This design comes from an exercise in tuning for small area and a short achievable clock period on the open sky130 flow, not from production work. In this exercise RTL edits were held to simulation tests only and were not proved equivalent to the original. Power and IR drop assume default switching activity.

==> design.v <==
`default_nettype none
package lambda_pkg;
    localparam int FRAC_BITS = 8;
    localparam int AXIL_ADDR_W = 4;
    localparam logic [AXIL_ADDR_W-1:0] REG_CTRL  = 4'h0;   
    localparam logic [AXIL_ADDR_W-1:0] REG_SEED  = 4'h4;   
    localparam logic [AXIL_ADDR_W-1:0] REG_COUNT = 4'h8;   
    localparam logic [15:0] LFSR_TAPS = 16'hB400;   
    localparam logic [1:0] OKAY   = 2'b00;
    localparam logic [1:0] SLVERR = 2'b10;
endpackage
`default_nettype wire
`timescale 1ns/1ps
`default_nettype none
module lambda_ctrl_regs #(
    parameter logic [15:0] RESET_SEED = 16'hACE1
) (
    input  wire                               clk,
    input  wire                               reset,
    input  wire [lambda_pkg::AXIL_ADDR_W-1:0] s_axil_awaddr,
    input  wire                               s_axil_awvalid,
    output logic                              s_axil_awready,
    input  wire [31:0]                        s_axil_wdata,
    input  wire [3:0]                         s_axil_wstrb,
    input  wire                               s_axil_wvalid,
    output logic                              s_axil_wready,
    output logic [1:0]                        s_axil_bresp,
    output logic                              s_axil_bvalid,
    input  wire                               s_axil_bready,
    input  wire [lambda_pkg::AXIL_ADDR_W-1:0] s_axil_araddr,
    input  wire                               s_axil_arvalid,
    output logic                              s_axil_arready,
    output logic [31:0]                       s_axil_rdata,
    output logic [1:0]                        s_axil_rresp,
    output logic                              s_axil_rvalid,
    input  wire                               s_axil_rready,
    input  wire                               out_valid,
    output logic                              noise_en,
    output logic [15:0]                       seed_value,
    output logic                              seed_load
);
    localparam logic [lambda_pkg::AXIL_ADDR_W-1:0] REG_CTRL  = lambda_pkg::REG_CTRL;
    localparam logic [lambda_pkg::AXIL_ADDR_W-1:0] REG_SEED  = lambda_pkg::REG_SEED;
    localparam logic [lambda_pkg::AXIL_ADDR_W-1:0] REG_COUNT = lambda_pkg::REG_COUNT;
    logic        idle;
    logic        wr_req;
    logic        rd_req;
    logic        bad_q;
    logic [15:0] seed_q;
    logic [31:0] count_q;
    logic [31:0] rd_word;
    assign idle   = !s_axil_bvalid && !s_axil_rvalid;
    assign wr_req = idle && s_axil_awvalid && s_axil_wvalid;
    assign rd_req = idle && s_axil_arvalid && !(s_axil_awvalid && s_axil_wvalid);
    assign s_axil_awready = idle;
    assign s_axil_wready  = idle;
    assign s_axil_arready = idle && !(s_axil_awvalid && s_axil_wvalid);
    assign s_axil_bresp   = {bad_q, 1'b0};      
    assign s_axil_rresp   = lambda_pkg::OKAY;   
    assign seed_value = (seed_q == 16'h0) ? RESET_SEED : seed_q;   
    always_comb begin
        case (s_axil_araddr)
            REG_CTRL:  rd_word = {31'b0, noise_en};
            REG_SEED:  rd_word = {16'b0, seed_q};
            REG_COUNT: rd_word = count_q;
            default:   rd_word = '0;
        endcase
    end
    always_ff @(posedge clk) begin
        if (reset) begin
            s_axil_bvalid <= 1'b0;
            s_axil_rvalid <= 1'b0;
            noise_en      <= 1'b0;
            seed_q        <= RESET_SEED;
            seed_load     <= 1'b0;
            count_q       <= '0;
        end else begin
            seed_load <= wr_req && (s_axil_awaddr == REG_SEED);
            if (out_valid) begin
                count_q <= count_q + 32'd1;
            end
            if (wr_req) begin
                s_axil_bvalid <= 1'b1;
                if (s_axil_awaddr == REG_CTRL && s_axil_wstrb[0]) begin
                    noise_en <= s_axil_wdata[0];
                end
                if (s_axil_awaddr == REG_SEED) begin
                    if (s_axil_wstrb[0]) seed_q[7:0]  <= s_axil_wdata[7:0];
                    if (s_axil_wstrb[1]) seed_q[15:8] <= s_axil_wdata[15:8];
                end
            end else if (s_axil_bvalid && s_axil_bready) begin
                s_axil_bvalid <= 1'b0;
            end
            if (rd_req) begin
                s_axil_rvalid <= 1'b1;
            end else if (s_axil_rvalid && s_axil_rready) begin
                s_axil_rvalid <= 1'b0;
            end
        end
    end
    always_ff @(posedge clk) begin
        if (wr_req) begin
            bad_q <= !((s_axil_awaddr == REG_CTRL) || (s_axil_awaddr == REG_SEED));
        end
        if (rd_req) begin
            s_axil_rdata <= rd_word;
        end
    end
endmodule
`default_nettype wire
`timescale 1ns/1ps
`default_nettype none
module gauss_lfsr #(
    parameter logic [15:0] RESET_SEED = 16'hACE1
) (
    input  wire        clk,
    input  wire        reset,
    input  wire        step,
    input  wire        seed_load,
    input  wire [15:0] seed_value,
    output logic [15:0] eps_raw
);
    localparam logic [15:0] LFSR_TAPS = lambda_pkg::LFSR_TAPS;
    logic [15:0] state_next;
    assign state_next = {1'b0, eps_raw[15:1]} ^ (eps_raw[0] ? LFSR_TAPS : 16'h0);
    always_ff @(posedge clk) begin
        if (reset) begin
            eps_raw <= RESET_SEED;
        end else if (seed_load) begin      
            eps_raw <= seed_value;
        end else if (step) begin
            eps_raw <= state_next;
        end
    end
endmodule
`default_nettype wire
`timescale 1ns/1ps
`default_nettype none
module softplus_pre (
    input  wire [15:0]  x,
    output logic [14:0] p,      
    output logic [6:0]  bm,     
    output logic        neg,    
    output logic        ci      
);
    logic       below, above, lin, u;
    logic [2:0] idx;
    logic [1:0] j;
    logic [7:0] f;
    logic [14:0] b;
    logic [9:0] c;
    logic [10:0] d;
    assign below = x[15] & ~(&x[14:10]);
    assign above = ~x[15] & (|x[14:10]);
    assign lin   = ~below & ~above;
    assign idx   = {~x[10], x[9:8]};    
    assign u     = idx[2];
    assign j     = u ? ~idx[1:0] : idx[1:0];
    assign f     = x[7:0];
    always_comb begin
        case (j)
            2'd0:    b = {4'd0, f, 3'd0};
            2'd1:    b = {3'd0, f, 4'd0} + {5'd0, f, 2'd0};
            2'd2:    b = {2'd0, f, 5'd0} + {3'd0, f, 4'd0};
            default: b = {1'b0, f, 6'd0} + {2'd0, f, 5'd0} + {7'd0, f};
        endcase
    end
    always_comb begin
        case (idx)
            3'd0:    c = 10'd4;
            3'd1:    c = 10'd13;
            3'd2:    c = 10'd32;
            3'd3:    c = 10'd80;
            3'd4:    c = 10'd177;
            3'd5:    c = 10'd336;
            3'd6:    c = 10'd545;
            default: c = 10'd780;
        endcase
    end
    assign d   = {1'b0, c} + (u ? {3'd0, f} : 11'd0);
    assign p   = above ? x[14:0] : (lin ? {4'd0, d} : 15'd0);
    assign bm  = lin ? b[14:8] : 7'd0;
    assign neg = lin & u;
    assign ci  = lin & u & (b[7:0] == 8'd0);
endmodule
module softplus_post (
    input  wire [14:0]  p,
    input  wire [6:0]   bm,
    input  wire         neg,
    input  wire         ci,
    output logic [10:0] sp_lo
);
    assign sp_lo = p[10:0] + (neg ? {4'hF, ~bm} : {4'h0, bm}) + {10'd0, ci};
endmodule
`default_nettype wire
`timescale 1ns/1ps
`default_nettype none
module sqrt_step #(
    parameter int K = 0
) (
    input  wire [13:0]  r_in,     
    input  wire [11:0]  q_in,     
    input  wire [1:0]   pair,     
    output logic [13:0] r_out,    
    output logic [11:0] q_out     
);
    localparam int W = K + 3;
    logic [W-1:0] t;
    logic [W-1:0] trial;
    logic [W:0]   d;
    logic         ge;
    assign t     = {r_in[K:0], pair};
    assign trial = W'({q_in, 2'b01});
    assign d     = {1'b0, t} - {1'b0, trial};
    assign ge    = ~d[W];
    assign r_out = 14'(ge ? d[K+1:0] : t[K+1:0]);
    assign q_out = 12'({q_in, ge});
endmodule
`default_nettype wire
`timescale 1ns/1ps
`default_nettype none
module reparam_core (
    input  wire        clk,
    input  wire        reset,
    input  wire        in_valid,
    input  wire [15:0] in_mean,
    input  wire [15:0] in_var,
    input  wire [15:0] eps_raw,
    input  wire        noise_en,
    output logic       step,         
    output logic       out_valid,
    output logic [15:0] out_lambda
);
    localparam int EPS_SHIFT = 5;    
    logic [6:1] vq;
    always_ff @(posedge clk) begin
        if (reset) begin
            vq        <= '0;
            out_valid <= 1'b0;
        end else begin
            vq        <= {vq[5:1], in_valid};
            out_valid <= vq[6];
        end
    end
    assign step = vq[1];
    logic [14:0] p0;
    logic [6:0]  bm0;
    logic        neg0, ci0;
    softplus_pre i_sp_pre (.x(in_var), .p(p0), .bm(bm0), .neg(neg0), .ci(ci0));
    logic [14:0] p1;
    logic [6:0]  bm1;
    logic        neg1, ci1;
    logic [15:0] m1;
    always_ff @(posedge clk) begin
        p1   <= p0;
        bm1  <= bm0;
        neg1 <= neg0;
        ci1  <= ci0;
        m1   <= in_mean;
    end
    logic [10:0] sp_lo;
    logic [14:0] sp1;
    softplus_post i_sp_post (.p(p1), .bm(bm1), .neg(neg1), .ci(ci1), .sp_lo(sp_lo));
    assign sp1 = {p1[14:11], sp_lo};
    logic [23:0] rad1;
    assign rad1 = {1'b0, sp1, 8'd0};
    logic [13:0] r_c1 [0:4];
    logic [11:0] q_c1 [0:4];
    assign r_c1[0] = '0;
    assign q_c1[0] = '0;
    for (genvar k = 0; k < 4; k++) begin : g_c1
        sqrt_step #(.K(k)) i_st (.r_in(r_c1[k]), .q_in(q_c1[k]), .pair(rad1[23-2*k -: 2]),
                                 .r_out(r_c1[k+1]), .q_out(q_c1[k+1]));
    end
    logic [4:0]  r2;
    logic [3:0]  q2;
    logic [7:0]  sp2;
    logic [15:0] m2;
    always_ff @(posedge clk) begin
        r2  <= r_c1[4][4:0];
        q2  <= q_c1[4][3:0];
        sp2 <= sp1[7:0];
        m2  <= m1;
    end
    logic [13:0] r_c2 [4:6];
    logic [11:0] q_c2 [4:6];
    assign r_c2[4] = 14'(r2);
    assign q_c2[4] = 12'(q2);
    for (genvar k = 4; k < 6; k++) begin : g_c2
        sqrt_step #(.K(k)) i_st (.r_in(r_c2[k]), .q_in(q_c2[k]), .pair(sp2[15-2*k -: 2]),
                                 .r_out(r_c2[k+1]), .q_out(q_c2[k+1]));
    end
    logic [6:0]         r3;
    logic [5:0]         q3;
    logic [3:0]         sp3;
    logic [15:0]        m3;
    logic signed [10:0] e3;
    always_ff @(posedge clk) begin
        r3  <= r_c2[6][6:0];
        q3  <= q_c2[6][5:0];
        sp3 <= sp2[3:0];
        m3  <= m2;
        e3  <= noise_en ? eps_raw[15:EPS_SHIFT] : 11'd0;
    end
    logic [13:0] r_c3 [6:8];
    logic [11:0] q_c3 [6:8];
    assign r_c3[6] = 14'(r3);
    assign q_c3[6] = 12'(q3);
    for (genvar k = 6; k < 8; k++) begin : g_c3
        sqrt_step #(.K(k)) i_st (.r_in(r_c3[k]), .q_in(q_c3[k]), .pair(sp3[15-2*k -: 2]),
                                 .r_out(r_c3[k+1]), .q_out(q_c3[k+1]));
    end
    logic signed [24:0] acc3;
    assign acc3 = $signed({m3, 8'd0}) + (($signed({1'b0, q3}) * e3) <<< 6);
    logic [8:0]         r4;
    logic [7:0]         q4;
    logic [24:6]        a4;
    logic signed [10:0] e4;
    always_ff @(posedge clk) begin
        r4 <= r_c3[8][8:0];
        q4 <= q_c3[8][7:0];
        a4 <= acc3[24:6];
        e4 <= e3;
    end
    logic [13:0] r_c4 [8:10];
    logic [11:0] q_c4 [8:10];
    assign r_c4[8] = 14'(r4);
    assign q_c4[8] = 12'(q4);
    for (genvar k = 8; k < 10; k++) begin : g_c4
        sqrt_step #(.K(k)) i_st (.r_in(r_c4[k]), .q_in(q_c4[k]), .pair(2'b00),
                                 .r_out(r_c4[k+1]), .q_out(q_c4[k+1]));
    end
    logic signed [24:0] acc4;
    assign acc4 = $signed({a4, 6'd0}) + (($signed({1'b0, q4[1:0]}) * e4) <<< 4);
    logic [10:0]        r5;
    logic [9:0]         q5;
    logic [24:4]        a5;
    logic signed [10:0] e5;
    always_ff @(posedge clk) begin
        r5 <= r_c4[10][10:0];
        q5 <= q_c4[10][9:0];
        a5 <= acc4[24:4];
        e5 <= e4;
    end
    logic [13:0] r_c5 [10:12];
    logic [11:0] q_c5 [10:12];
    assign r_c5[10] = 14'(r5);
    assign q_c5[10] = 12'(q5);
    for (genvar k = 10; k < 12; k++) begin : g_c5
        sqrt_step #(.K(k)) i_st (.r_in(r_c5[k]), .q_in(q_c5[k]), .pair(2'b00),
                                 .r_out(r_c5[k+1]), .q_out(q_c5[k+1]));
    end
    logic signed [24:0] acc5;
    assign acc5 = $signed({a5, 4'd0}) + (($signed({1'b0, q5[1:0]}) * e5) <<< 2);
    logic [1:0]         s6;
    logic [24:2]        a6;
    logic signed [10:0] e6;
    always_ff @(posedge clk) begin
        s6 <= q_c5[12][1:0];
        a6 <= acc5[24:2];
        e6 <= e5;
    end
    logic signed [24:0] acc6;
    logic        [16:0] sum;
    assign acc6 = $signed({a6, 2'd0}) + ($signed({1'b0, s6}) * e6);
    assign sum  = acc6[24:8];
    always_ff @(posedge clk) begin
        if (sum[16] != sum[15]) begin
            out_lambda <= {sum[16], {15{~sum[16]}}};
        end else begin
            out_lambda <= sum[15:0];
        end
    end
endmodule
`default_nettype wire
`timescale 1ns/1ps
`default_nettype none
module lambda_layer_top #(
    parameter logic [15:0] RESET_SEED = 16'hACE1
) (
    input  wire                               clk,
    input  wire                               reset,
    input  wire [lambda_pkg::AXIL_ADDR_W-1:0] s_axil_awaddr,
    input  wire                               s_axil_awvalid,
    output logic                              s_axil_awready,
    input  wire [31:0]                        s_axil_wdata,
    input  wire [3:0]                         s_axil_wstrb,
    input  wire                               s_axil_wvalid,
    output logic                              s_axil_wready,
    output logic [1:0]                        s_axil_bresp,
    output logic                              s_axil_bvalid,
    input  wire                               s_axil_bready,
    input  wire [lambda_pkg::AXIL_ADDR_W-1:0] s_axil_araddr,
    input  wire                               s_axil_arvalid,
    output logic                              s_axil_arready,
    output logic [31:0]                       s_axil_rdata,
    output logic [1:0]                        s_axil_rresp,
    output logic                              s_axil_rvalid,
    input  wire                               s_axil_rready,
    input  wire                               in_valid,
    input  wire [15:0]                        in_mean,
    input  wire [15:0]                        in_var,
    output logic                              out_valid,
    output logic [15:0]                       out_lambda
);
    logic        noise_en;
    logic [15:0] seed_value;
    logic        seed_load;
    logic [15:0] eps_raw;
    logic        step;
    lambda_ctrl_regs #(.RESET_SEED(RESET_SEED)) i_ctrl_regs (
        .clk(clk), .reset(reset),
        .s_axil_awaddr(s_axil_awaddr), .s_axil_awvalid(s_axil_awvalid),
        .s_axil_awready(s_axil_awready),
        .s_axil_wdata(s_axil_wdata), .s_axil_wstrb(s_axil_wstrb),
        .s_axil_wvalid(s_axil_wvalid), .s_axil_wready(s_axil_wready),
        .s_axil_bresp(s_axil_bresp), .s_axil_bvalid(s_axil_bvalid),
        .s_axil_bready(s_axil_bready),
        .s_axil_araddr(s_axil_araddr), .s_axil_arvalid(s_axil_arvalid),
        .s_axil_arready(s_axil_arready),
        .s_axil_rdata(s_axil_rdata), .s_axil_rresp(s_axil_rresp),
        .s_axil_rvalid(s_axil_rvalid), .s_axil_rready(s_axil_rready),
        .out_valid(out_valid), .noise_en(noise_en),
        .seed_value(seed_value), .seed_load(seed_load)
    );
    gauss_lfsr #(.RESET_SEED(RESET_SEED)) i_lfsr (
        .clk(clk), .reset(reset), .step(step),   
        .seed_load(seed_load), .seed_value(seed_value), .eps_raw(eps_raw)
    );
    reparam_core i_core (
        .clk(clk), .reset(reset), .in_valid(in_valid), .in_mean(in_mean), .in_var(in_var),
        .eps_raw(eps_raw), .noise_en(noise_en), .step(step),
        .out_valid(out_valid), .out_lambda(out_lambda)
    );
endmodule
`default_nettype wire
==> run.sh <==
#!/bin/bash
# synth_recipe.tcl (not shown) runs the flow's synth.tcl, then flattens the netlist and writes it again
# the make line also repeats each setting of config.mk as NAME=value (left out here)
make -C /OpenROAD-flow-scripts/flow DESIGN_CONFIG=/design/flow/config.mk WORK_HOME=/design/flow/orfs CLKGATE_MAP_FILE= SYNTH_SCRIPT=/design/flow/synth_recipe.tcl finish
==> config.mk <==
export PLATFORM = sky130hd
export DESIGN_NAME = lambda_layer_top
export DESIGN_NICKNAME = lambda_layer_top
export VERILOG_FILES = /design/flow/design.v
export SDC_FILE = /design/flow/constraint.sdc
export NUM_CORES = 4
export LEC_CHECK = 0
export CAP_MARGIN = 20
export CORE_MARGIN = 2
export CORE_UTILIZATION = 40
export SLEW_MARGIN = 20
==> constraint.sdc <==
create_clock -name core_clock -period 8.0 [get_ports {clk}]
set_input_delay 1.6000 -clock core_clock [delete_from_list [all_inputs] [get_ports {clk}]]
set_output_delay 1.6000 -clock core_clock [all_outputs]
set_load 0.01 [all_outputs]
==> impl_metrics.sql, run 1 <==
INSERT INTO impl_metrics (metric_group, metric, value, unit) VALUES
('outcome', 'run_status', 'timing/DRC/antenna clean', ''),
('clocking', 'cts.reportedPaths.clkPinSlew', '60', 'ps'),
('floorplan', 'die_width', '247.6', 'um'),
('power', 'power_frac_clock', '31.0', '%'),
('placement', 'gpl.final_weighted_congestion', '0.8445', ''),
('sta', 'fmax', '155.1', 'MHz'),
('floorplan', 'pin_count', '142', ''),
('sta', 'timing_hold_violations_final', '0', ''),
('power', 'power_density', '256.6', 'nW/um^2'),
('synth', 'syn_area_per_cell', '9.255', 'sq um'),
('finish', 'n_antenna_cell', '0', ''),
('grt', 'grt_first_pass_wirelength', '83.77', 'mm'),
('finish', 'num-fill-cells', '5573', ''),
('floorplan', 'core_region_area', '58800', 'sq um'),
('finish', 'layout-drive-gt1-share', '5.692', '%'),
('floorplan', 'placement_rows', '89', ''),
('synth', 'synthesis.area', '23740', 'sq um'),
('placement', 'placed_cell_area', '25730', 'sq um'),
('synth', 'yosys_most_used_dff', 'dfxtp_1', ''),
('setup_path', 'rrSetupSlack', '1550', 'ps'),
('placement', 'io_buffers', '120', ''),
('synth', 'synth-seq-cells', '376', ''),
('synth', 'synth_sequential_area_ratio', '33.10', '%'),
('sta', 'worst-slew-pin-transition', '1033', 'ps'),
('finish', 'syn_to_final_growth', '15.30', '%'),
('hold_path', 'end_point_of_the_most_critical_hold_path', 'i_core.m3[12]', ''),
('finish', 'final_core_utilization', '46.55', '%'),
('setup_path', 'critical_path_buf_inv_count', '4', ''),
('setup_path', 'cp_slowest_stage_delay', '700', 'ps'),
('routing', 'detailedRoute.firstIterationViolations', '688', ''),
('sta', 'post-route-period-util', '80.57', '%'),
('setup_path', 'crit_path_start_kind', 'flop', ''),
('hold_path', 'min_path_type', 'flop to flop', ''),
('placement', 'place.detailed.hpwl', '39.03', 'mm'),
('power', 'reported_leakage_power', '12.68', 'nW'),
('hold_path', 'holdPathStages', '0', ''),
('grt', 'pin_count_of_the_biggest_net_entering_global_routing', '76', ''),
('clocking', 'cts-htree-levels', '2', ''),
('finish', 'post-route-cell-area', '27370', 'sq um'),
('routing', 'wl_per_cell', '14.17', 'um'),
('floorplan', 'initial_core_util', '40.38', '%'),
('power', 'power_switching', '2.347', 'mW'),
('clocking', 'clock_insertion_delay_worst_skew', '590', 'ps'),
('clocking', 'post_cts_hold_buffer_count', '0', ''),
('power', 'netSwitchingFraction', '33.41', '%'),
('synth', 'synth_edf_count', '33', ''),
('sta', 'final.setup.tns', '0', 'ps'),
('setup_path', 'timing.reg2reg.worst_path_depth', '21', ''),
('routing', 'drcViolationCount', '0', ''),
('routing', 'firstDrtPassIters', '5', ''),
('routing', 'post_drt_via_cell_ratio', '5.137', ''),
('floorplan', 'die_y', '247.6', 'um'),
('clocking', 'cts_tree', 'built', ''),
('setup_path', 'criticalPathCategory', 'flop to flop', ''),
('clocking', 'cts.repair_timing.setup_buffer_count', '0', ''),
('clocking', 'cts_sinks', '376', ''),
('clocking', 'clk_path_buf_depth', '3', ''),
('finish', 'most-common-layout-cells', '343 x dfxtp_1, 289 x ha_1, 247 x inv_1, 183 x nor2_1, 154 x and2_1', ''),
('sta', 'timing.final.max_slew_violations', '0', ''),
('synth', 'ys_async_sr_fraction', '0', '%'),
('setup_path', 'cp_data_arrival_time', '6920', 'ps'),
('clocking', 'cts_inserted_buffers', '46', ''),
('setup_path', 'worst_setup_path_end_kind', 'flop', ''),
('setup_path', 'path_delay_family', 'adder cells', ''),
('clocking', 'postCtsResizedCells', '0', ''),
('grt', 'grt_pass1_vias', '18105', ''),
('setup_path', 'critPathSlowestCell', 'a2111oi_0', ''),
('finish', 'nNetsFinal', '3125', ''),
('sta', 'clock_skew', '23.98', 'ps'),
('power', 'p_seq_share', '32.5', '%'),
('routing', 'postRouteWirelength', '49.55', 'mm');
[layout make-up]
cell class                      instances  area [sq um]  area share, %
Tap cell                              773         967.2          3.533
Clock buffer                           57          1254          4.580
Clock inverter                         29         389.1          1.422
Inverter                              249         934.6          3.415
Timing Repair Buffer                  126          1241          4.534
Sequential cell                       376          7858          28.71
Multi-Input combinational cell       1886         14730          53.81
[stage by stage]
step                hold WS, ps  worst slack, ps  std cells  power, mW
finish                    316.9             1554       3496      7.025
global route              324.0             1066       3496      7.556
CTS                       320.0             1586       3496      7.105
detailed placement        312.1             1602       3410      4.877
global placement          312.9             1712       3410      4.816
floorplan                 309.6             2119       2567      4.304
[how the worst max path moves through the flow]
| stage | depth (start not counted) | end | startpoint |
|---|---|---|---|
| global route | 21 | i_core.a4[23] | i_core.q3[2] |
| global placement | 22 | i_core.a4[24] | i_core.q3[2] |
| finish | 21 | i_core.a4[23] | i_core.q3[2] |
| detailed placement | 21 | i_core.a4[23] | i_core.q3[2] |
| CTS | 21 | i_core.a4[23] | i_core.q3[2] |
| floorplan | 23 | i_core.a4[24] | i_core.q3[3] |
[Yosys cell counts, types with 15 or more instances]
cell type,number,area [sq um]
dfxtp_1,343,6867
ha_1,289,3616
inv_1,247,927.1
nor2_1,183,686.9
and2_1,154,963.4
a21oi_1,141,705.7
nand2_1,118,442.9
xnor2_1,117,1025
o21ai_0,99,495.5
fa_1,67,1341
xor2_1,61,534.3
nand3_1,58,290.3
nor3_1,58,290.3
a21o_1,46,345.3
clkbuf_1,44,165.2
edfxtp_1,33,991.0
nor2b_1,33,206.5
mux2i_1,32,320.3
mux2_2,27,304.0
and3_1,21,131.4
nand2b_1,21,131.4
nand4_1,21,131.4
o31ai_1,21,157.7
or3_1,21,131.4
o21a_1,20,150.1
o21bai_1,20,150.1
a22o_1,17,148.9
o211ai_1,17,127.6
a211o_1,16,140.1
a211oi_1,15,112.6
a31oi_1,15,93.84
[metal layers]
metal / global-route usage (%) / vias to the layer above / wire, um
met4: 4.685 / 0 / 1101
met1: 19.07 / 8473 / 21380
met3: 2.163 / 81 / 1381
li1: - / 9192 / -
met2: 30.66 / 213 / 25680
met5: 0 / - / 0
[power by group through the flow]
stage               sequential (mW)  clock [mW]  combinational (mW)
CTS                            2.29        2.24                2.57
global route                   2.32        2.33                2.91
finish                         2.29        2.18                2.56
floorplan                      2.26           0                2.05
detailed placement             2.33           0                2.55
global placement               2.33           0                2.49
[cells by family (layout without fill, tap and decap cells)]
| group | after synthesis | in the layout | share of synthesized area [%] |
|---|---|---|---|
| multiplexers | 61 | 61 | 2.788 |
| XOR/XNOR | 179 | 179 | 6.662 |
| flip-flops | 376 | 376 | 33.10 |
| buffers and inverters | 305 | 461 | 4.944 |
| AND/OR/NAND/NOR | 753 | 753 | 16.43 |
| adder cells (fa/ha/maj) | 356 | 356 | 20.88 |
| other | 1 | 3 | 0.01580 |
| AO/OA/AOI/OAI | 534 | 534 | 15.18 |
[registers in the layout (all words and copies together), names as in the netlist, 15 cells and up]
name,cells
i_ctrl_regs.count_q,32
i_core.a6,23
i_core.a5,21
i_lfsr.eps_raw,16
i_core.m1,16
i_core.out_lambda,16
i_core.m2,16
i_core.m3,16
i_ctrl_regs.seed_q,16
i_core.a4,19
i_ctrl_regs.s_axil_rdata,32
i_core.p1,15
==> run 2: changes to the inputs <==
--- a/design.v
+++ b/design.v
@@ -312,7 +312,5 @@
     end
-    logic signed [24:0] acc3;
-    assign acc3 = $signed({m3, 8'd0}) + (($signed({1'b0, q3}) * e3) <<< 6);
     logic [8:0]         r4;
     logic [7:0]         q4;
-    logic [24:6]        a4;
+    logic [15:0]        m4;
     logic signed [10:0] e4;
@@ -321,3 +319,3 @@
         q4 <= q_c3[8][7:0];
-        a4 <= acc3[24:6];
+        m4 <= m3;
         e4 <= e3;
@@ -332,7 +330,5 @@
     end
-    logic signed [24:0] acc4;
-    assign acc4 = $signed({a4, 6'd0}) + (($signed({1'b0, q4[1:0]}) * e4) <<< 4);
     logic [10:0]        r5;
     logic [9:0]         q5;
-    logic [24:4]        a5;
+    logic [15:0]        m5;
     logic signed [10:0] e5;
@@ -341,3 +337,3 @@
         q5 <= q_c4[10][9:0];
-        a5 <= acc4[24:4];
+        m5 <= m4;
         e5 <= e4;
@@ -352,16 +348,17 @@
     end
-    logic signed [24:0] acc5;
-    assign acc5 = $signed({a5, 4'd0}) + (($signed({1'b0, q5[1:0]}) * e5) <<< 2);
+    logic [24:0] ca5, cb5;
+    mac_hi i_mac_hi (.q(q5), .e(e5), .m(m5), .ca(ca5), .cb(cb5));
     logic [1:0]         s6;
-    logic [24:2]        a6;
+    logic [24:0]        ca6, cb6;
     logic signed [10:0] e6;
     always_ff @(posedge clk) begin
-        s6 <= q_c5[12][1:0];
-        a6 <= acc5[24:2];
-        e6 <= e5;
-    end
-    logic signed [24:0] acc6;
-    logic        [16:0] sum;
-    assign acc6 = $signed({a6, 2'd0}) + ($signed({1'b0, s6}) * e6);
-    assign sum  = acc6[24:8];
+        s6  <= q_c5[12][1:0];
+        ca6 <= ca5;
+        cb6 <= cb5;
+        e6  <= e5;
+    end
+    logic [24:0] acc6;
+    logic [16:0] sum;
+    mac_lo i_mac_lo (.ca(ca6), .cb(cb6), .s(s6), .e(e6), .t(acc6));
+    assign sum = acc6[24:8];
     always_ff @(posedge clk) begin
@@ -374,2 +371,282 @@
 endmodule
+`default_nettype none
+module mac_hi (
+    input  wire [9:0]   q,      
+    input  wire [10:0]  e,      
+    input  wire [15:0]  m,      
+    output logic [24:0] ca,
+    output logic [24:0] cb
+);
+    wire h1 = (q[0] & e[8]) ^ (q[1] & e[7]) ^ (q[2] & e[6]);
+    wire h2 = ((q[0] & e[8]) & (q[1] & e[7])) | ((q[0] & e[8]) & (q[2] & e[6])) | ((q[1] & e[7]) & (q[2] & e[6]));
+    wire h3 = (q[0] & e[9]) ^ (q[1] & e[8]) ^ (q[2] & e[7]);
+    wire h4 = ((q[0] & e[9]) & (q[1] & e[8])) | ((q[0] & e[9]) & (q[2] & e[7])) | ((q[1] & e[8]) & (q[2] & e[7]));
+    wire h5 = (q[3] & e[6]) ^ (q[4] & e[5]);
+    wire h6 = (q[3] & e[6]) & (q[4] & e[5]);
+    wire h7 = ~(q[0] & e[10]) ^ (q[1] & e[9]) ^ (q[2] & e[8]);
+    wire h8 = (~(q[0] & e[10]) & (q[1] & e[9])) | (~(q[0] & e[10]) & (q[2] & e[8])) | ((q[1] & e[9]) & (q[2] & e[8]));
+    wire h9 = (q[3] & e[7]) ^ (q[4] & e[6]) ^ (q[5] & e[5]);
+    wire h10 = ((q[3] & e[7]) & (q[4] & e[6])) | ((q[3] & e[7]) & (q[5] & e[5])) | ((q[4] & e[6]) & (q[5] & e[5]));
+    wire h11 = ~(q[1] & e[10]) ^ (q[2] & e[9]) ^ (q[3] & e[8]);
+    wire h12 = (~(q[1] & e[10]) & (q[2] & e[9])) | (~(q[1] & e[10]) & (q[3] & e[8])) | ((q[2] & e[9]) & (q[3] & e[8]));
+    wire h13 = (q[4] & e[7]) ^ (q[5] & e[6]);
+    wire h14 = (q[4] & e[7]) & (q[5] & e[6]);
+    wire h15 = ~(q[2] & e[10]) ^ (q[3] & e[9]) ^ (q[4] & e[8]);
+    wire h16 = (~(q[2] & e[10]) & (q[3] & e[9])) | (~(q[2] & e[10]) & (q[4] & e[8])) | ((q[3] & e[9]) & (q[4] & e[8]));
+    wire h17 = (q[0] & e[6]) ^ (q[1] & e[5]) ^ (q[2] & e[4]);
+    wire h18 = ((q[0] & e[6]) & (q[1] & e[5])) | ((q[0] & e[6]) & (q[2] & e[4])) | ((q[1] & e[5]) & (q[2] & e[4]));
+    wire h19 = (q[0] & e[7]) ^ (q[1] & e[6]) ^ (q[2] & e[5]);
+    wire h20 = ((q[0] & e[7]) & (q[1] & e[6])) | ((q[0] & e[7]) & (q[2] & e[5])) | ((q[1] & e[6]) & (q[2] & e[5]));
+    wire h21 = (q[3] & e[4]) ^ (q[4] & e[3]) ^ (q[5] & e[2]);
+    wire h22 = ((q[3] & e[4]) & (q[4] & e[3])) | ((q[3] & e[4]) & (q[5] & e[2])) | ((q[4] & e[3]) & (q[5] & e[2]));
+    wire h23 = (q[3] & e[5]) ^ (q[4] & e[4]) ^ (q[5] & e[3]);
+    wire h24 = ((q[3] & e[5]) & (q[4] & e[4])) | ((q[3] & e[5]) & (q[5] & e[3])) | ((q[4] & e[4]) & (q[5] & e[3]));
+    wire h25 = (q[6] & e[2]) ^ (q[7] & e[1]) ^ (q[8] & e[0]);
+    wire h26 = ((q[6] & e[2]) & (q[7] & e[1])) | ((q[6] & e[2]) & (q[8] & e[0])) | ((q[7] & e[1]) & (q[8] & e[0]));
+    wire h27 = m[2] ^ 1'b1;
+    wire h28 = m[2] & 1'b1;
+    wire h29 = (q[5] & e[4]) ^ (q[6] & e[3]) ^ (q[7] & e[2]);
+    wire h30 = ((q[5] & e[4]) & (q[6] & e[3])) | ((q[5] & e[4]) & (q[7] & e[2])) | ((q[6] & e[3]) & (q[7] & e[2]));
+    wire h31 = (q[8] & e[1]) ^ (q[9] & e[0]) ^ m[3];
+    wire h32 = ((q[8] & e[1]) & (q[9] & e[0])) | ((q[8] & e[1]) & m[3]) | ((q[9] & e[0]) & m[3]);
+    wire h33 = h3 ^ h5 ^ h2;
+    wire h34 = (h3 & h5) | (h3 & h2) | (h5 & h2);
+    wire h35 = (q[6] & e[4]) ^ (q[7] & e[3]) ^ (q[8] & e[2]);
+    wire h36 = ((q[6] & e[4]) & (q[7] & e[3])) | ((q[6] & e[4]) & (q[8] & e[2])) | ((q[7] & e[3]) & (q[8] & e[2]));
+    wire h37 = (q[9] & e[1]) ^ m[4] ^ h7;
+    wire h38 = ((q[9] & e[1]) & m[4]) | ((q[9] & e[1]) & h7) | (m[4] & h7);
+    wire h39 = h9 ^ h4 ^ h6;
+    wire h40 = (h9 & h4) | (h9 & h6) | (h4 & h6);
+    wire h41 = (q[6] & e[5]) ^ (q[7] & e[4]) ^ (q[8] & e[3]);
+    wire h42 = ((q[6] & e[5]) & (q[7] & e[4])) | ((q[6] & e[5]) & (q[8] & e[3])) | ((q[7] & e[4]) & (q[8] & e[3]));
+    wire h43 = (q[9] & e[2]) ^ m[5] ^ h11;
+    wire h44 = ((q[9] & e[2]) & m[5]) | ((q[9] & e[2]) & h11) | (m[5] & h11);
+    wire h45 = h13 ^ h8 ^ h10;
+    wire h46 = (h13 & h8) | (h13 & h10) | (h8 & h10);
+    wire h47 = (q[5] & e[7]) ^ (q[6] & e[6]) ^ (q[7] & e[5]);
+    wire h48 = ((q[5] & e[7]) & (q[6] & e[6])) | ((q[5] & e[7]) & (q[7] & e[5])) | ((q[6] & e[6]) & (q[7] & e[5]));
+    wire h49 = (q[8] & e[4]) ^ (q[9] & e[3]) ^ m[6];
+    wire h50 = ((q[8] & e[4]) & (q[9] & e[3])) | ((q[8] & e[4]) & m[6]) | ((q[9] & e[3]) & m[6]);
+    wire h51 = h15 ^ h12 ^ h14;
+    wire h52 = (h15 & h12) | (h15 & h14) | (h12 & h14);
+    wire h53 = ~(q[3] & e[10]) ^ (q[4] & e[9]) ^ (q[5] & e[8]);
+    wire h54 = (~(q[3] & e[10]) & (q[4] & e[9])) | (~(q[3] & e[10]) & (q[5] & e[8])) | ((q[4] & e[9]) & (q[5] & e[8]));
+    wire h55 = (q[6] & e[7]) ^ (q[7] & e[6]) ^ (q[8] & e[5]);
+    wire h56 = ((q[6] & e[7]) & (q[7] & e[6])) | ((q[6] & e[7]) & (q[8] & e[5])) | ((q[7] & e[6]) & (q[8] & e[5]));
+    wire h57 = (q[9] & e[4]) ^ m[7] ^ h16;
+    wire h58 = ((q[9] & e[4]) & m[7]) | ((q[9] & e[4]) & h16) | (m[7] & h16);
+    wire h59 = ~(q[4] & e[10]) ^ (q[5] & e[9]) ^ (q[6] & e[8]);
+    wire h60 = (~(q[4] & e[10]) & (q[5] & e[9])) | (~(q[4] & e[10]) & (q[6] & e[8])) | ((q[5] & e[9]) & (q[6] & e[8]));
+    wire h61 = (q[7] & e[7]) ^ (q[8] & e[6]) ^ (q[9] & e[5]);
+    wire h62 = ((q[7] & e[7]) & (q[8] & e[6])) | ((q[7] & e[7]) & (q[9] & e[5])) | ((q[8] & e[6]) & (q[9] & e[5]));
+    wire h63 = ~(q[5] & e[10]) ^ (q[6] & e[9]) ^ (q[7] & e[8]);
+    wire h64 = (~(q[5] & e[10]) & (q[6] & e[9])) | (~(q[5] & e[10]) & (q[7] & e[8])) | ((q[6] & e[9]) & (q[7] & e[8]));
+    wire h65 = (q[0] & e[4]) ^ (q[1] & e[3]);
+    wire h66 = (q[0] & e[4]) & (q[1] & e[3]);
+    wire h67 = (q[0] & e[5]) ^ (q[1] & e[4]) ^ (q[2] & e[3]);
+    wire h68 = ((q[0] & e[5]) & (q[1] & e[4])) | ((q[0] & e[5]) & (q[2] & e[3])) | ((q[1] & e[4]) & (q[2] & e[3]));
+    wire h69 = (q[3] & e[2]) ^ (q[4] & e[1]);
+    wire h70 = (q[3] & e[2]) & (q[4] & e[1]);
+    wire h71 = (q[3] & e[3]) ^ (q[4] & e[2]) ^ (q[5] & e[1]);
+    wire h72 = ((q[3] & e[3]) & (q[4] & e[2])) | ((q[3] & e[3]) & (q[5] & e[1])) | ((q[4] & e[2]) & (q[5] & e[1]));
+    wire h73 = (q[6] & e[0]) ^ m[0] ^ h17;
+    wire h74 = ((q[6] & e[0]) & m[0]) | ((q[6] & e[0]) & h17) | (m[0] & h17);
+    wire h75 = (q[6] & e[1]) ^ (q[7] & e[0]) ^ m[1];
+    wire h76 = ((q[6] & e[1]) & (q[7] & e[0])) | ((q[6] & e[1]) & m[1]) | ((q[7] & e[0]) & m[1]);
+    wire h77 = h19 ^ h21 ^ h18;
+    wire h78 = (h19 & h21) | (h19 & h18) | (h21 & h18);
+    wire h79 = h1 ^ h23 ^ h25;
+    wire h80 = (h1 & h23) | (h1 & h25) | (h23 & h25);
+    wire h81 = h27 ^ h20 ^ h22;
+    wire h82 = (h27 & h20) | (h27 & h22) | (h20 & h22);
+    wire h83 = h29 ^ h31 ^ h33;
+    wire h84 = (h29 & h31) | (h29 & h33) | (h31 & h33);
+    wire h85 = h24 ^ h26 ^ h28;
+    wire h86 = (h24 & h26) | (h24 & h28) | (h26 & h28);
+    wire h87 = h35 ^ h37 ^ h39;
+    wire h88 = (h35 & h37) | (h35 & h39) | (h37 & h39);
+    wire h89 = h30 ^ h32 ^ h34;
+    wire h90 = (h30 & h32) | (h30 & h34) | (h32 & h34);
+    wire h91 = h41 ^ h43 ^ h45;
+    wire h92 = (h41 & h43) | (h41 & h45) | (h43 & h45);
+    wire h93 = h36 ^ h38 ^ h40;
+    wire h94 = (h36 & h38) | (h36 & h40) | (h38 & h40);
+    wire h95 = h47 ^ h49 ^ h51;
+    wire h96 = (h47 & h49) | (h47 & h51) | (h49 & h51);
+    wire h97 = h42 ^ h44 ^ h46;
+    wire h98 = (h42 & h44) | (h42 & h46) | (h44 & h46);
+    wire h99 = h53 ^ h55 ^ h57;
+    wire h100 = (h53 & h55) | (h53 & h57) | (h55 & h57);
+    wire h101 = h48 ^ h50 ^ h52;
+    wire h102 = (h48 & h50) | (h48 & h52) | (h50 & h52);
+    wire h103 = m[8] ^ h59 ^ h61;
+    wire h104 = (m[8] & h59) | (m[8] & h61) | (h59 & h61);
+    wire h105 = h54 ^ h56 ^ h58;
+    wire h106 = (h54 & h56) | (h54 & h58) | (h56 & h58);
+    wire h107 = (q[8] & e[7]) ^ (q[9] & e[6]) ^ m[9];
+    wire h108 = ((q[8] & e[7]) & (q[9] & e[6])) | ((q[8] & e[7]) & m[9]) | ((q[9] & e[6]) & m[9]);
+    wire h109 = h63 ^ h60 ^ h62;
+    wire h110 = (h63 & h60) | (h63 & h62) | (h60 & h62);
+    wire h111 = ~(q[6] & e[10]) ^ (q[7] & e[9]) ^ (q[8] & e[8]);
+    wire h112 = (~(q[6] & e[10]) & (q[7] & e[9])) | (~(q[6] & e[10]) & (q[8] & e[8])) | ((q[7] & e[9]) & (q[8] & e[8]));
+    wire h113 = (q[9] & e[7]) ^ m[10] ^ h64;
+    wire h114 = ((q[9] & e[7]) & m[10]) | ((q[9] & e[7]) & h64) | (m[10] & h64);
+    wire h115 = ~(q[7] & e[10]) ^ (q[8] & e[9]) ^ (q[9] & e[8]);
+    wire h116 = (~(q[7] & e[10]) & (q[8] & e[9])) | (~(q[7] & e[10]) & (q[9] & e[8])) | ((q[8] & e[9]) & (q[9] & e[8]));
+    wire h117 = (q[0] & e[3]) ^ (q[1] & e[2]);
+    wire h118 = (q[0] & e[3]) & (q[1] & e[2]);
+    wire h119 = (q[2] & e[2]) ^ (q[3] & e[1]) ^ (q[4] & e[0]);
+    wire h120 = ((q[2] & e[2]) & (q[3] & e[1])) | ((q[2] & e[2]) & (q[4] & e[0])) | ((q[3] & e[1]) & (q[4] & e[0]));
+    wire h121 = (q[5] & e[0]) ^ h67 ^ h69;
+    wire h122 = ((q[5] & e[0]) & h67) | ((q[5] & e[0]) & h69) | (h67 & h69);
+    wire h123 = h71 ^ h73 ^ h68;
+    wire h124 = (h71 & h73) | (h71 & h68) | (h73 & h68);
+    wire h125 = h75 ^ h77 ^ h72;
+    wire h126 = (h75 & h77) | (h75 & h72) | (h77 & h72);
+    wire h127 = h79 ^ h81 ^ h76;
+    wire h128 = (h79 & h81) | (h79 & h76) | (h81 & h76);
+    wire h129 = h83 ^ h85 ^ h80;
+    wire h130 = (h83 & h85) | (h83 & h80) | (h85 & h80);
+    wire h131 = h87 ^ h89 ^ h84;
+    wire h132 = (h87 & h89) | (h87 & h84) | (h89 & h84);
+    wire h133 = h91 ^ h93 ^ h88;
+    wire h134 = (h91 & h93) | (h91 & h88) | (h93 & h88);
+    wire h135 = h95 ^ h97 ^ h92;
+    wire h136 = (h95 & h97) | (h95 & h92) | (h97 & h92);
+    wire h137 = h99 ^ h101 ^ h96;
+    wire h138 = (h99 & h101) | (h99 & h96) | (h101 & h96);
+    wire h139 = h103 ^ h105 ^ h100;
+    wire h140 = (h103 & h105) | (h103 & h100) | (h105 & h100);
+    wire h141 = h107 ^ h109 ^ h104;
+    wire h142 = (h107 & h109) | (h107 & h104) | (h109 & h104);
+    wire h143 = h111 ^ h113 ^ h108;
+    wire h144 = (h111 & h113) | (h111 & h108) | (h113 & h108);
+    wire h145 = m[11] ^ h115 ^ h112;
+    wire h146 = (m[11] & h115) | (m[11] & h112) | (h115 & h112);
+    wire h147 = ~(q[8] & e[10]) ^ (q[9] & e[9]) ^ m[12];
+    wire h148 = (~(q[8] & e[10]) & (q[9] & e[9])) | (~(q[8] & e[10]) & m[12]) | ((q[9] & e[9]) & m[12]);
+    wire h149 = (q[0] & e[2]) ^ (q[1] & e[1]);
+    wire h150 = (q[0] & e[2]) & (q[1] & e[1]);
+    wire h151 = (q[2] & e[1]) ^ (q[3] & e[0]) ^ h117;
+    wire h152 = ((q[2] & e[1]) & (q[3] & e[0])) | ((q[2] & e[1]) & h117) | ((q[3] & e[0]) & h117);
+    wire h153 = h65 ^ h119 ^ h118;
+    wire h154 = (h65 & h119) | (h65 & h118) | (h119 & h118);
+    wire h155 = h66 ^ h121 ^ h120;
+    wire h156 = (h66 & h121) | (h66 & h120) | (h121 & h120);
+    wire h157 = h70 ^ h123 ^ h122;
+    wire h158 = (h70 & h123) | (h70 & h122) | (h123 & h122);
+    wire h159 = h74 ^ h125 ^ h124;
+    wire h160 = (h74 & h125) | (h74 & h124) | (h125 & h124);
+    wire h161 = h78 ^ h127 ^ h126;
+    wire h162 = (h78 & h127) | (h78 & h126) | (h127 & h126);
+    wire h163 = h82 ^ h129 ^ h128;
+    wire h164 = (h82 & h129) | (h82 & h128) | (h129 & h128);
+    wire h165 = h86 ^ h131 ^ h130;
+    wire h166 = (h86 & h131) | (h86 & h130) | (h131 & h130);
+    wire h167 = h90 ^ h133 ^ h132;
+    wire h168 = (h90 & h133) | (h90 & h132) | (h133 & h132);
+    wire h169 = h94 ^ h135 ^ h134;
+    wire h170 = (h94 & h135) | (h94 & h134) | (h135 & h134);
+    wire h171 = h98 ^ h137 ^ h136;
+    wire h172 = (h98 & h137) | (h98 & h136) | (h137 & h136);
+    wire h173 = h102 ^ h139 ^ h138;
+    wire h174 = (h102 & h139) | (h102 & h138) | (h139 & h138);
+    wire h175 = h106 ^ h141 ^ h140;
+    wire h176 = (h106 & h141) | (h106 & h140) | (h141 & h140);
+    wire h177 = h110 ^ h143 ^ h142;
+    wire h178 = (h110 & h143) | (h110 & h142) | (h143 & h142);
+    wire h179 = h114 ^ h145 ^ h144;
+    wire h180 = (h114 & h145) | (h114 & h144) | (h145 & h144);
+    wire h181 = h116 ^ h147 ^ h146;
+    wire h182 = (h116 & h147) | (h116 & h146) | (h147 & h146);
+    wire h183 = ~(q[9] & e[10]) ^ m[13] ^ h148;
+    wire h184 = (~(q[9] & e[10]) & m[13]) | (~(q[9] & e[10]) & h148) | (m[13] & h148);
+    wire h185 = m[14] ^ 1'b1;
+    wire h186 = m[14] & 1'b1;
+    assign ca = {1'b1, ~m[15], h185, h183, h181, h179, h177, h175, h173, h171, h169, h167, h165, h163, h161, h159, h157, h155, h153, h151, (q[2] & e[0]), (q[0] & e[1]), (q[0] & e[0]), 1'b0, 1'b0};
+    assign cb = {1'b0, h186, h184, h182, h180, h178, h176, h174, h172, h170, h168, h166, h164, h162, h160, h158, h156, h154, h152, h150, h149, (q[1] & e[0]), 1'b0, 1'b0, 1'b0};
+endmodule
+module mac_lo (
+    input  wire [24:0]  ca,
+    input  wire [24:0]  cb,
+    input  wire [1:0]   s,      
+    input  wire [10:0]  e,      
+    output logic [24:0] t       
+);
+    wire l1 = ca[1] ^ cb[1];
+    wire l2 = ca[1] & cb[1];
+    wire l3 = ca[2] ^ cb[2] ^ (s[0] & e[2]);
+    wire l4 = (ca[2] & cb[2]) | (ca[2] & (s[0] & e[2])) | (cb[2] & (s[0] & e[2]));
+    wire l5 = ca[3] ^ cb[3] ^ (s[0] & e[3]);
+    wire l6 = (ca[3] & cb[3]) | (ca[3] & (s[0] & e[3])) | (cb[3] & (s[0] & e[3]));
+    wire l7 = ca[4] ^ cb[4] ^ (s[0] & e[4]);
+    wire l8 = (ca[4] & cb[4]) | (ca[4] & (s[0] & e[4])) | (cb[4] & (s[0] & e[4]));
+    wire l9 = ca[5] ^ cb[5] ^ (s[0] & e[5]);
+    wire l10 = (ca[5] & cb[5]) | (ca[5] & (s[0] & e[5])) | (cb[5] & (s[0] & e[5]));
+    wire l11 = ca[6] ^ cb[6] ^ (s[0] & e[6]);
+    wire l12 = (ca[6] & cb[6]) | (ca[6] & (s[0] & e[6])) | (cb[6] & (s[0] & e[6]));
+    wire l13 = ca[7] ^ cb[7] ^ (s[0] & e[7]);
+    wire l14 = (ca[7] & cb[7]) | (ca[7] & (s[0] & e[7])) | (cb[7] & (s[0] & e[7]));
+    wire l15 = ca[8] ^ cb[8] ^ (s[0] & e[8]);
+    wire l16 = (ca[8] & cb[8]) | (ca[8] & (s[0] & e[8])) | (cb[8] & (s[0] & e[8]));
+    wire l17 = ca[9] ^ cb[9] ^ (s[0] & e[9]);
+    wire l18 = (ca[9] & cb[9]) | (ca[9] & (s[0] & e[9])) | (cb[9] & (s[0] & e[9]));
+    wire l19 = ca[10] ^ cb[10] ^ ~(s[0] & e[10]);
+    wire l20 = (ca[10] & cb[10]) | (ca[10] & ~(s[0] & e[10])) | (cb[10] & ~(s[0] & e[10]));
+    wire l21 = ca[11] ^ cb[11];
+    wire l22 = ca[11] & cb[11];
+    wire l23 = ca[0] ^ cb[0];
+    wire l24 = ca[0] & cb[0];
+    wire l25 = (s[0] & e[1]) ^ (s[1] & e[0]) ^ l1;
+    wire l26 = ((s[0] & e[1]) & (s[1] & e[0])) | ((s[0] & e[1]) & l1) | ((s[1] & e[0]) & l1);
+    wire l27 = (s[1] & e[1]) ^ l3 ^ l2;
+    wire l28 = ((s[1] & e[1]) & l3) | ((s[1] & e[1]) & l2) | (l3 & l2);
+    wire l29 = (s[1] & e[2]) ^ l5 ^ l4;
+    wire l30 = ((s[1] & e[2]) & l5) | ((s[1] & e[2]) & l4) | (l5 & l4);
+    wire l31 = (s[1] & e[3]) ^ l7 ^ l6;
+    wire l32 = ((s[1] & e[3]) & l7) | ((s[1] & e[3]) & l6) | (l7 & l6);
+    wire l33 = (s[1] & e[4]) ^ l9 ^ l8;
+    wire l34 = ((s[1] & e[4]) & l9) | ((s[1] & e[4]) & l8) | (l9 & l8);
+    wire l35 = (s[1] & e[5]) ^ l11 ^ l10;
+    wire l36 = ((s[1] & e[5]) & l11) | ((s[1] & e[5]) & l10) | (l11 & l10);
+    wire l37 = (s[1] & e[6]) ^ l13 ^ l12;
+    wire l38 = ((s[1] & e[6]) & l13) | ((s[1] & e[6]) & l12) | (l13 & l12);
+    wire l39 = (s[1] & e[7]) ^ l15 ^ l14;
+    wire l40 = ((s[1] & e[7]) & l15) | ((s[1] & e[7]) & l14) | (l15 & l14);
+    wire l41 = (s[1] & e[8]) ^ l17 ^ l16;
+    wire l42 = ((s[1] & e[8]) & l17) | ((s[1] & e[8]) & l16) | (l17 & l16);
+    wire l43 = (s[1] & e[9]) ^ l19 ^ l18;
+    wire l44 = ((s[1] & e[9]) & l19) | ((s[1] & e[9]) & l18) | (l19 & l18);
+    wire l45 = ~(s[1] & e[10]) ^ l21 ^ l20;
+    wire l46 = (~(s[1] & e[10]) & l21) | (~(s[1] & e[10]) & l20) | (l21 & l20);
+    wire l47 = ca[12] ^ cb[12] ^ l22;
+    wire l48 = (ca[12] & cb[12]) | (ca[12] & l22) | (cb[12] & l22);
+    wire l49 = ca[13] ^ cb[13];
+    wire l50 = ca[13] & cb[13];
+    wire l51 = ca[14] ^ cb[14];
+    wire l52 = ca[14] & cb[14];
+    wire l53 = ca[15] ^ cb[15];
+    wire l54 = ca[15] & cb[15];
+    wire l55 = ca[16] ^ cb[16];
+    wire l56 = ca[16] & cb[16];
+    wire l57 = ca[17] ^ cb[17];
+    wire l58 = ca[17] & cb[17];
+    wire l59 = ca[18] ^ cb[18];
+    wire l60 = ca[18] & cb[18];
+    wire l61 = ca[19] ^ cb[19];
+    wire l62 = ca[19] & cb[19];
+    wire l63 = ca[20] ^ cb[20];
+    wire l64 = ca[20] & cb[20];
+    wire l65 = ca[21] ^ cb[21];
+    wire l66 = ca[21] & cb[21];
+    wire l67 = ca[22] ^ cb[22];
+    wire l68 = ca[22] & cb[22];
+    wire l69 = ca[23] ^ cb[23];
+    wire l70 = ca[23] & cb[23];
+    wire l71 = ca[24] ^ cb[24];
+    wire l72 = ca[24] & cb[24];
+    wire [24:0] ra = {l71, l69, l67, l65, l63, l61, l59, l57, l55, l53, l51, l49, l47, l45, l43, l41, l39, l37, l35, l33, l31, l29, l27, l25, (s[0] & e[0])};
+    wire [24:0] rb = {l70, l68, l66, l64, l62, l60, l58, l56, l54, l52, l50, l48, l46, l44, l42, l40, l38, l36, l34, l32, l30, l28, l26, l24, l23};
+    assign t = ra + rb;
+endmodule
 `default_nettype wire
--- a/config.mk
+++ b/config.mk
@@ -7,5 +7,10 @@
 export LEC_CHECK = 0
+export ABC_AREA = 0
+export ABC_CLOCK_PERIOD_IN_PS = 3600
 export CAP_MARGIN = 20
 export CORE_MARGIN = 2
-export CORE_UTILIZATION = 40
+export CORE_UTILIZATION = 65
+export CTS_BUF_LIST = sky130_fd_sc_hd__clkbuf_4 sky130_fd_sc_hd__clkbuf_8
+export PLACE_DENSITY = 0.75
+export SETUP_SLACK_MARGIN = 4.2
 export SLEW_MARGIN = 20
==> run 2 against run 1 <==
Still clean; combinational power increased by 25%; area after synthesis fell by 15%; clock-buffer cell count up 40; design area decreased by 12%; final cell count fell by 25%; core utilization up 32 points; worst setup slack better by 2500 ps.
==> impl_metrics.sql, run 2 <==
INSERT INTO impl_metrics (metric_group, metric, value, unit) VALUES
('synth', 'synth_most_common_cell', 'dfxtp_1', ''),
('finish', 'most-common-layout-cells', '348 x dfxtp_1, 207 x inv_1, 137 x ha_1, 131 x nand2_1, 125 x nor2_1', ''),
('clocking', 'cts_sinks', '388', ''),
('setup_path', 'path_delay_family', 'compound AO/OA/AOI/OAI gates', ''),
('synth', 'synth-seq-cells', '388', ''),
('clocking', 'cts_inserted_buffers', '60', ''),
('sta', 'timing.final.max_slew_violations', '0', ''),
('routing', 'detailedRoute.firstIterationViolations', '584', ''),
('finish', 'syn_to_final_growth', '19.67', '%'),
('floorplan', 'initial_core_util', '66.00', '%'),
('synth', 'synth_edf_count', '33', ''),
('placement', 'numPlacedInstances', '2473', ''),
('synth', 'synth.top_cells.by_area', 'dfxtp_1 35%, fa_1 12%, ha_1 9.4%', ''),
('setup_path', 'cp_data_arrival_time', '4460', 'ps'),
('finish', 'final-instance-count-excl-fill', '2636', ''),
('power', 'p_seq_share', '31.6', '%'),
('clocking', 'clock_insertion_delay_worst_skew', '620', 'ps'),
('power', 'reported_leakage_power', '10.58', 'nW'),
('sta', 'timing_hold_violations_final', '0', ''),
('routing', 'post_drt_via_cell_ratio', '5.516', ''),
('clocking', 'post_cts_hold_buffer_count', '0', ''),
('routing', 'postRouteWirelength', '42.15', 'mm'),
('sta', 'worst-slew-pin-transition', '852.7', 'ps'),
('grt', 'pin_count_of_the_biggest_net_entering_global_routing', '76', ''),
('clocking', 'cts-htree-levels', '2', ''),
('grt', 'antenna_violations_before_repair', '0', ''),
('grt', 'grt_pass1_vias', '14798', ''),
('synth', 'ys_top_cells_by_count', '355 x dfxtp_1, 216 x inv_1, 152 x ha_1', ''),
('clocking', 'clk_path_buf_depth', '3', ''),
('synth', 'post_synth_top_area_cell', 'dfxtp_1', ''),
('placement', 'place.detailed.hpwl', '29.00', 'mm'),
('synth', 'syn_area_per_cell', '10.04', 'sq um'),
('floorplan', 'placement_rows', '64', ''),
('clocking', 'cts_tree', 'built', ''),
('sta', 'final.setup.tns', '0', 'ps'),
('finish', 'num-fill-cells', '2033', ''),
('finish', 'nNetsFinal', '2542', ''),
('finish', 'layout-drive-gt1-share', '15.49', '%'),
('floorplan', 'die_width', '180.2', 'um'),
('floorplan', 'pin_count', '142', ''),
('synth', 'yosys_most_used_dff', 'dfxtp_1', ''),
('synth', 'synthesis.area', '20190', 'sq um'),
('synth', 'synth_top_area_share', '35.20', '%'),
('outcome', 'run_status', 'timing/DRC/antenna clean', ''),
('routing', 'wl_per_cell', '15.99', 'um'),
('hold_path', 'min_path_type', 'flop to flop', ''),
('finish', 'n_antenna_cell', '0', ''),
('setup_path', 'worst_setup_path_end_kind', 'flop', ''),
('power', 'power_switching', '2.559', 'mW'),
('grt', 'grt_first_pass_wirelength', '69.43', 'mm'),
('setup_path', 'crit_path_start_kind', 'flop', ''),
('setup_path', 'critPathSlowestCell', 'fa_1', ''),
('placement', 'io_buffers', '120', ''),
('floorplan', 'core_region_area', '30590', 'sq um'),
('setup_path', 'criticalPathCategory', 'flop to flop', ''),
('floorplan', 'die_y', '180.2', 'um'),
('placement', 'gpl.final_weighted_congestion', '0.8624', ''),
('routing', 'drcViolationCount', '0', ''),
('sta', 'fmax', '252.0', 'MHz'),
('finish', 'reg_top3', 'i_ctrl_regs.count_q: 32 flops, i_ctrl_regs.s_axil_rdata: 32 flops, i_core.ca6: 22 flops', ''),
('clocking', 'cts.reportedPaths.clkPinSlew', '70', 'ps'),
('setup_path', 'critical_path_buf_inv_count', '2', ''),
('sta', 'post-route-period-util', '49.60', '%'),
('routing', 'firstDrtPassIters', '6', ''),
('synth', 'ys_async_sr_fraction', '0', '%'),
('synth', 'synth_sequential_area_ratio', '40.11', '%'),
('power', 'power_density', '312.6', 'nW/um^2'),
('synth', 'netlist_instances', '2010', ''),
('power', 'power_frac_clock', '25.9', '%'),
('sta', 'clock_skew', '22.28', 'ps'),
('power', 'netSwitchingFraction', '33.88', '%');
==> run 2: cell types whose count changed in the layout (fill, tap and decap cells not counted), sizes merged, moves of 38 or more <==
cell and change:
clkbuf +47, fa +49, buf +51, xnor2 -58, o21ai -38, nor2 -55
and2 -42, ha -137
==> run 2: worst paths after layout <==
path | cells past startpoint | end | from | slack (ps)
worst min register to register | 0 | i_core.m5[7] | i_core.m4[7] | 310
worst min-delay path | 0 | i_core.m5[7] | i_core.m4[7] | 310
worst max register to register | 14 | i_core.out_lambda[3] | i_core.s6[0] | 4030
worst max-delay path | 14 | i_core.out_lambda[3] | i_core.s6[0] | 4030
==> run 2: area by class of cell <==
class	instances	area [sq um]	area share (%)
clock buffers	97	1229	5.086
flip-flops and latches	388	8119	33.61
well taps	396	495.5	2.051
inverters	218	825.8	3.418
repair buffers	176	1602	6.629
multi-input cells	1346	11620	48.11
clock inverters	15	265.3	1.098
==> run 2: cell families after synthesis <==
kind of cell	after synthesis	synth area share (%)
AO/OA/AOI/OAI	341	11.45
adder cells (fa/ha/maj)	268	20.92
AND/OR/NAND/NOR	565	14.09
flip-flops	388	40.11
XOR/XNOR	117	5.113
buffers and inverters	279	5.398
multiplexers	51	2.894
other	1	0.01858
==> run 2: through the flow <==
stage / utilization (%) / worst slack (ps) / hold WS (ps) / instance area, sq um / power [mW]
floorplan: - / 4161 / 309.6 / 20280 / 4.431
global placement: 71.09 / 3152 / 310.0 / 21740 / 4.915
detailed placement: 71.09 / 3064 / 312.1 / 21740 / 5.021
CTS: 77.77 / 4058 / 300.6 / 23790 / 7.270
global route: 78.98 / 3873 / 313.0 / 24160 / 8.029
finish: 78.98 / 4032 / 313.0 / 24160 / 7.553
==> run 2: timing repair <==
| action | 4_1_cts | 5_1_grt |
|---|---|---|
| buffers inserted | 28 | 22 |
| pin swaps | 44 | 31 |
| cloned | 1 | 0 |
| gates resized for setup | 98 | 70 |
| setup endpoints to repair | 62 | 58 |
| endpoints found under the hold margin | 0 | 0 |
==> run 2: per-layer routing <==
layer  vias up  share of wire, %  GRT usage, %  routed length (um)
met1      7017                42         31.28               17830
met5         -                 0             0                   0
met4         0               2.7         8.419                1148
li1       7100                 -             -                   -
met3        89               4.8         4.810                2023
met2       334                50         45.97               21140
==> run 2: power groups by stage <==
stage                     Clock (mW)  Combinational, mW  Sequential (mW)
final                           1.96               3.20             2.39
after global routing            2.08               3.54             2.41
after CTS                       2.00               2.89             2.38
after detailed placement           0               2.60             2.42
after global placement             0               2.50             2.41
after floorplan                    0               2.10             2.33

static timing again, ports no longer ideal:
No port has a modelled driver above. Below, the same layouts with a new extraction and two added sets of constraints. Step 1, drivers: a clkbuf_16 drives clk and a buf_2 each remaining input, both assumed. Step 2 also shifts input and output timing later by t, the mid clock arrival at the registers, as if the neighbouring blocks saw the same clock. a / b / c = ideal ports / drivers / drivers and shift; a / b = the first two.
run | shift t [ns] | setup WS [ns] | worst register clock-pin slew, ns | worst slew at a driven data input, ns
run 1 | 0.643 | 1.554 / 1.554 / 1.554 | 0.06 / 0.06 | 0.05
run 2 | 0.653 | 4.032 / 4.032 / 3.675 | 0.07 / 0.07 | 0.06
After both steps every run listed still meets setup and hold. The setup slack of run 2, which loses most, moves by 0.000 ns with the drivers and by -0.357 ns with both steps.
